This design comes from an exercise in tuning for small area, a short achievable clock period and few clock cycles on the open sky130 flow, not from production work. Only simulation tests tie the RTL to the original design; equivalence was not proved. Power figures rest on the tool's default switching activity, not on a simulated workload.

==> design/flow/config.mk <==
export PLATFORM = sky130hd
export DESIGN_NAME = kbest_ped_sorter
export DESIGN_NICKNAME = kbest_ped_sorter
export VERILOG_FILES = /design/flow/design.v
export SDC_FILE = /design/flow/constraint.sdc
export NUM_CORES = 4
export LEC_CHECK = 0
export CAP_MARGIN = 20
export CORE_MARGIN = 2
export CORE_UTILIZATION = 40
export SLEW_MARGIN = 20
==> design/flow/constraint.sdc <==
create_clock -name core_clock -period 7.0 [get_ports {clk}]
set_input_delay 1.4000 -clock core_clock [delete_from_list [all_inputs] [get_ports {clk}]]
set_output_delay 1.4000 -clock core_clock [all_outputs]
set_load 0.01 [all_outputs]
==> design/flow/design.v <==
module kbest_ped_sorter #(
  parameter int PED_W = 24,
  parameter int SYM_W = 12,
  parameter int NSYM  = 4,
  parameter int K     = 16,
  parameter int CNT_W = 8
) (
  input  logic                    clk,
  input  logic                    rstn,
  input  logic                    in_valid,
  output logic                    in_ready,
  input  logic                    in_last,
  input  logic [PED_W-1:0]        in_ped,
  input  logic [NSYM*SYM_W-1:0]   in_sym,
  output logic                    out_valid,
  input  logic                    out_ready,
  output logic                    out_last,
  output logic [PED_W-1:0]        out_ped,
  output logic [NSYM*SYM_W-1:0]   out_sym,
  output logic [$clog2(K)-1:0]    out_rank,
  output logic [CNT_W-1:0]        set_count
);
  localparam int RANK_W = $clog2(K);
  localparam int TUP_W  = NSYM * SYM_W;
  typedef enum logic {
    COLLECT = 1'b0,
    DRAIN   = 1'b1
  } state_t;
  state_t                 state;
  logic [RANK_W-1:0]      rank;
  logic [K-1:0]           slot_vld;
  logic [PED_W-1:0]       slot_ped [K];
  logic [TUP_W-1:0]       slot_sym [K];
  logic                   in_fire;
  logic                   out_fire;
  logic [K-1:0]           le;
  logic [K-1:0]           prev_le;
  logic [K-1:0]           take_in;
  logic [K-1:0]           take_up;
  logic [PED_W-1:0]       up_ped [K];
  logic [TUP_W-1:0]       up_sym [K];
  for (genvar i = 0; i < K; i++) begin : g_cmp
    assign le[i] = slot_vld[i] && (slot_ped[i] <= in_ped);
    if (i == 0) begin : g_head
      assign prev_le[i] = 1'b1;
      assign up_ped[i]  = in_ped;
      assign up_sym[i]  = in_sym;
    end else begin : g_body
      assign prev_le[i] = le[i-1];
      assign up_ped[i]  = slot_ped[i-1];
      assign up_sym[i]  = slot_sym[i-1];
    end
  end
  assign take_in = ~le & prev_le;
  assign take_up = ~le & ~prev_le;
  assign in_ready  = (state == COLLECT);
  assign out_valid = (state == DRAIN);
  assign in_fire   = in_valid && in_ready;
  assign out_fire  = out_valid && out_ready;
  logic [K-1:0] vld_next;
  assign vld_next = slot_vld >> 1;
  assign out_last = out_valid && !vld_next[rank];
  assign out_ped  = out_valid ? slot_ped[rank] : '0;
  assign out_sym  = out_valid ? slot_sym[rank] : '0;
  assign out_rank = rank;
  always_ff @(posedge clk) begin
    if (in_fire) begin
      for (int i = 0; i < K; i++) begin
        if (take_in[i]) begin
          slot_ped[i] <= in_ped;
          slot_sym[i] <= in_sym;
        end else if (take_up[i]) begin
          slot_ped[i] <= up_ped[i];
          slot_sym[i] <= up_sym[i];
        end
      end
    end
  end
  always_ff @(posedge clk or negedge rstn) begin
    if (!rstn) begin
      state     <= COLLECT;
      slot_vld  <= '0;
      rank      <= '0;
      set_count <= '0;
    end else begin
      case (state)
        COLLECT: begin
          if (in_fire) begin
            slot_vld <= {slot_vld[K-2:0], 1'b1};
            if (set_count != {CNT_W{1'b1}}) begin
              set_count <= set_count + CNT_W'(1);
            end
            if (in_last) begin
              state <= DRAIN;
              rank  <= '0;
            end
          end
        end
        DRAIN: begin
          if (out_fire) begin
            if (out_last) begin
              state     <= COLLECT;
              slot_vld  <= '0;
              rank      <= '0;
              set_count <= '0;
            end else begin
              rank <= rank + RANK_W'(1);
            end
          end
        end
        default: begin
          state <= COLLECT;
        end
      endcase
    end
  end
endmodule
==> design/flow/run.sh <==
#!/bin/bash
# synth_recipe.tcl (not shown) runs the flow's synth.tcl, then flattens the netlist and writes it again
# the make line also repeats each setting of config.mk as NAME=value (left out here)
make -C /OpenROAD-flow-scripts/flow DESIGN_CONFIG=/design/flow/config.mk WORK_HOME=/design/flow/orfs CLKGATE_MAP_FILE= SYNTH_SCRIPT=/design/flow/synth_recipe.tcl finish
==> impl_metrics.tcl <==
set metrics [dict create \
    drtAntennaViolNets 0 \
    synthArstFlopShare 0.0246 \
    worstRegToRegCells 9 \
    grt_overflow 0 \
    drtIter0Drc 8417 \
    filler_cell_count 14600 \
    synth-edff-count 1152 \
    cp.arrival_ps 5550 \
    num_rows 148 \
    r2r_slack_ps 2480 \
    timing.rr.start "slot_ped[5][18]" \
    setup.worst_path.end "out_ped[23]" \
    setup-violations-final 0 \
    cts-root-buf "clkbuf_16" \
    ir_worst_vdd_mv 0.369 \
    powerDensity_nw_per_um2 416 \
    detail_route.wl_per_cell_um 39.0 \
    core_area_um2 163000 \
    area_growth_pct 15.8 \
    layout-drive-gt1-share 0.297 \
    ys_warn_count 5 \
    cts.clk_slew.worst_paths_ps 60 \
    grt_pass1_vias 48200 \
    clkSinkCount 1181 \
    rsz0062_at_grt "no" \
    gp_congestion 1.01 \
    synth_ff_type "edfxtp_1" \
    worst_clock_skew_ps 47.7 \
    finalSetupTns_ps 0 \
    fp.dieH_um 409 \
    synth.cell_area_um2 65700 \
    holdCritPathClass "register to register" \
    vias_per_cell 6.88 \
    antenna_found_initial 19 \
    grt_pass1_wl_um 393000 \
    die_area_um2 167000 \
    cts_tree "done" \
    finalHoldViolCount 0 \
    dpl-instance-area_um2 71600 \
    cp-end-kind "output pin" \
    stdcell_area_um2 76000 \
    crit_path_frequent_cell "a21oi_1" \
    synth.most_common_cell "edfxtp_1" \
    synth_area_per_cell_um2 13.4 \
    power_uw 31600 \
    initial_utilization 0.403 \
    clock_latency_ps 820 \
    worstPathCellList "ha_4 -> inv_1 -> nor2_2 -> buf_4 -> a21oi_1 -> a21oi_1 -> a211oi_1 -> a31oi_1 -> clkdlybuf4s50_1" \
    maxSlewViolCount 0 \
    critical_path_class "register to output pin" \
    postCtsResizedCells 0 \
    drc_errors 0 \
    syn-num-nets 5352 \
    critical-path-max-stage-delay_ps 900 \
    status "finished clean" \
    dr.pass1.iters 9 \
    critPathSlowestCell "dfrtp_1" \
    wl_um 287000 \
    hpwl_um 180000 \
    slew_headroom 0.103 \
    p_leak_uw 0.0262 \
    worst-path-max-fanout 12 \
    rr_endpoint "slot_sym[6][34]" \
    grt_max_degree 73 \
    synth_cell_types 70 \
    finalNetCount 5541 \
    synthTopCellsByCount "edfxtp_1 (1152), mux2_2 (1027), ha_1 (389), a21oi_1 (243), clkbuf_1 (222)" \
    cap_viol_max_count 0 \
    cts_buffer_depth 3 \
    start_kind "register" \
    cts_setup_buffers 0 \
    max_freq_ghz 0.144 \
    hold_ws_ps 547 \
    yosysTopAreaCell "edfxtp_1" \
    grt_usage 0.333 \
    synthTopCellsByArea "edfxtp_1 (53%), mux2_2 (18%), ha_1 (7.4%), a21oi_1 (1.9%), a22oi_1 (1.7%)" \
    routed-via-count 50600 \
    cts_hold_buf 0 \
    cts_max_level 4 \
    synthCells 4886 \
    required_ps 5600 \
    num_io_pins 164 \
    finalCritPeriodShare 0.993 \
    synth_seq_area_share 0.538 \
    min_period_ps 6950 \
    synth-seq-cells 1181 \
    synth_top_area_share 0.527 \
    cts_buffers 136 \
    crit_start "rank[1]" \
    dieWidth_um 409 \
    port_buffers 163 \
    tightest_slew_ps 1330 \
]
## cells in the final DEF (no fill, tap or decap), types with 30 or more instances in the layout
cell                n
a21oi_1           240
nand4_1           120
buf_4             184
edfxtp_1         1152
ha_1              385
o21ai_0           180
nand3_1           122
a222oi_1           57
nor2_1             76
mux2_2           1027
nor2b_1            30
nand2_1           203
inv_1              49
a221oi_1           91
buf_12             60
mux2_1             84
a31oi_1            49
clkdlybuf4s50_1   163
a22oi_1           153
mux2i_1            51
clkbuf_16         137
a22o_1             87
## per-layer routing
| layer | global-route usage | up-vias | routed length (um) |
|---|---|---|---|
| met5 | 0 | - | 144 |
| met4 | 0.178 | 24 | 18100 |
| met3 | 0.0874 | 902 | 34900 |
| met2 | 0.500 | 3832 | 125000 |
| met1 | 0.439 | 25800 | 109000 |
| li1 | - | 20000 | - |
## state kept, by name, indices dropped and copies added (netlist names)
register   cells
slot_vld      16
state          1
rank           4
set_count      8
slot_ped     384
slot_sym     768
## cells by family (layout without fill, tap and decap cells)
group                    count (synthesis)  count (layout)  synth area share
flip-flops                            1181            1181             0.538
multiplexers                          1167            1167             0.200
AO/OA/AOI/OAI                         1024            1024             0.107
AND/OR/NAND/NOR                        713             713            0.0542
buffers and inverters                  407             699            0.0261
adder cells (fa/ha/maj)                389             389            0.0741
XOR/XNOR                                 5               5          0.000667
other                                    0               5                 0
## per-stage QoR
| step | util | setup WS, ps | std cells |
|---|---|---|---|
| 2_1_floorplan | - | 208 | 4886 |
| 3_3_place_gp | 0.439 | 676 | 7111 |
| 3_5_place_dp | 0.439 | 686 | 7111 |
| 4_1_cts | 0.467 | 385 | 7352 |
| 5_1_grt | 0.467 | 218 | 7353 |
| 6_report | 0.467 | 46.4 | 7358 |
## how the worst min path moves through the flow
stage | from | to | slack (ps) | cells past startpoint
after floorplan | slot_vld[4] | slot_vld[5] | 500 | 2
after global placement | slot_sym[8][26] | slot_sym[9][26] | 540 | 1
after detailed placement | slot_sym[8][12] | slot_sym[9][12] | 550 | 1
after CTS | slot_sym[8][45] | slot_sym[9][45] | 530 | 1
after global routing | slot_sym[14][9] | slot_sym[15][9] | 570 | 1
final | slot_sym[8][11] | slot_sym[9][11] | 550 | 1
## cell type report
type,instances,area (um^2),area share
clock buffer,169,3580,0.0471
inverter,51,193,0.00253
tap,2175,2720,0.0358
sequential,1181,35300,0.465
antenna,5,12.5,0.000165
clock inverter,72,886,0.0116
timing repair buffer,407,4210,0.0554
multi-input combinational,3298,29100,0.383
## worst max-delay path, delay by kind of cell, from the launching register on
kind	cells	cell delay (ps)
adders and majority gates	1	400
buffers and inverters	3	1580
and+or+nand+nor	1	780
DFF	1	900
AOI/OAI and AO/OA	4	1070
## power by group
group / switching, uW / total, uW / internal [uW]
combinational: 6790 / 11300 / 4550
clock: 3240 / 7300 / 4060
sequential: 1830 / 13000 / 11100
Testbench counts, summed over its fixed seeds: cycles 10,752.

afterwards: timing with drivers on the ports:
How much do the figures lean on ideal ports? The routed layout below was timed once more, with nothing changed but the port constraints. Step 1 (the two cells are an assumption about what drives the block):
set clk [get_ports {clk}]
set_driving_cell -lib_cell sky130_fd_sc_hd__clkbuf_16 $clk
set_driving_cell -lib_cell sky130_fd_sc_hd__buf_2 [delete_from_list [all_inputs] $clk]
Step 2 moves the port delays by t, midway between the first and last clock arrival at a register: inputs arrive t later, outputs are due t later. That takes back most of the time a late clock gives input paths. Three values: no drivers, after step 1, after step 2; two values: the first two.
t (ns): 0.873
slack for setup (ns): 0.046 / -0.032 / 0.363
cell pins on the clock port's net: 1
After both steps setup and hold are still met in this run. The setup slack of this run moves by -0.078 ns with the drivers and by +0.317 ns with both steps.
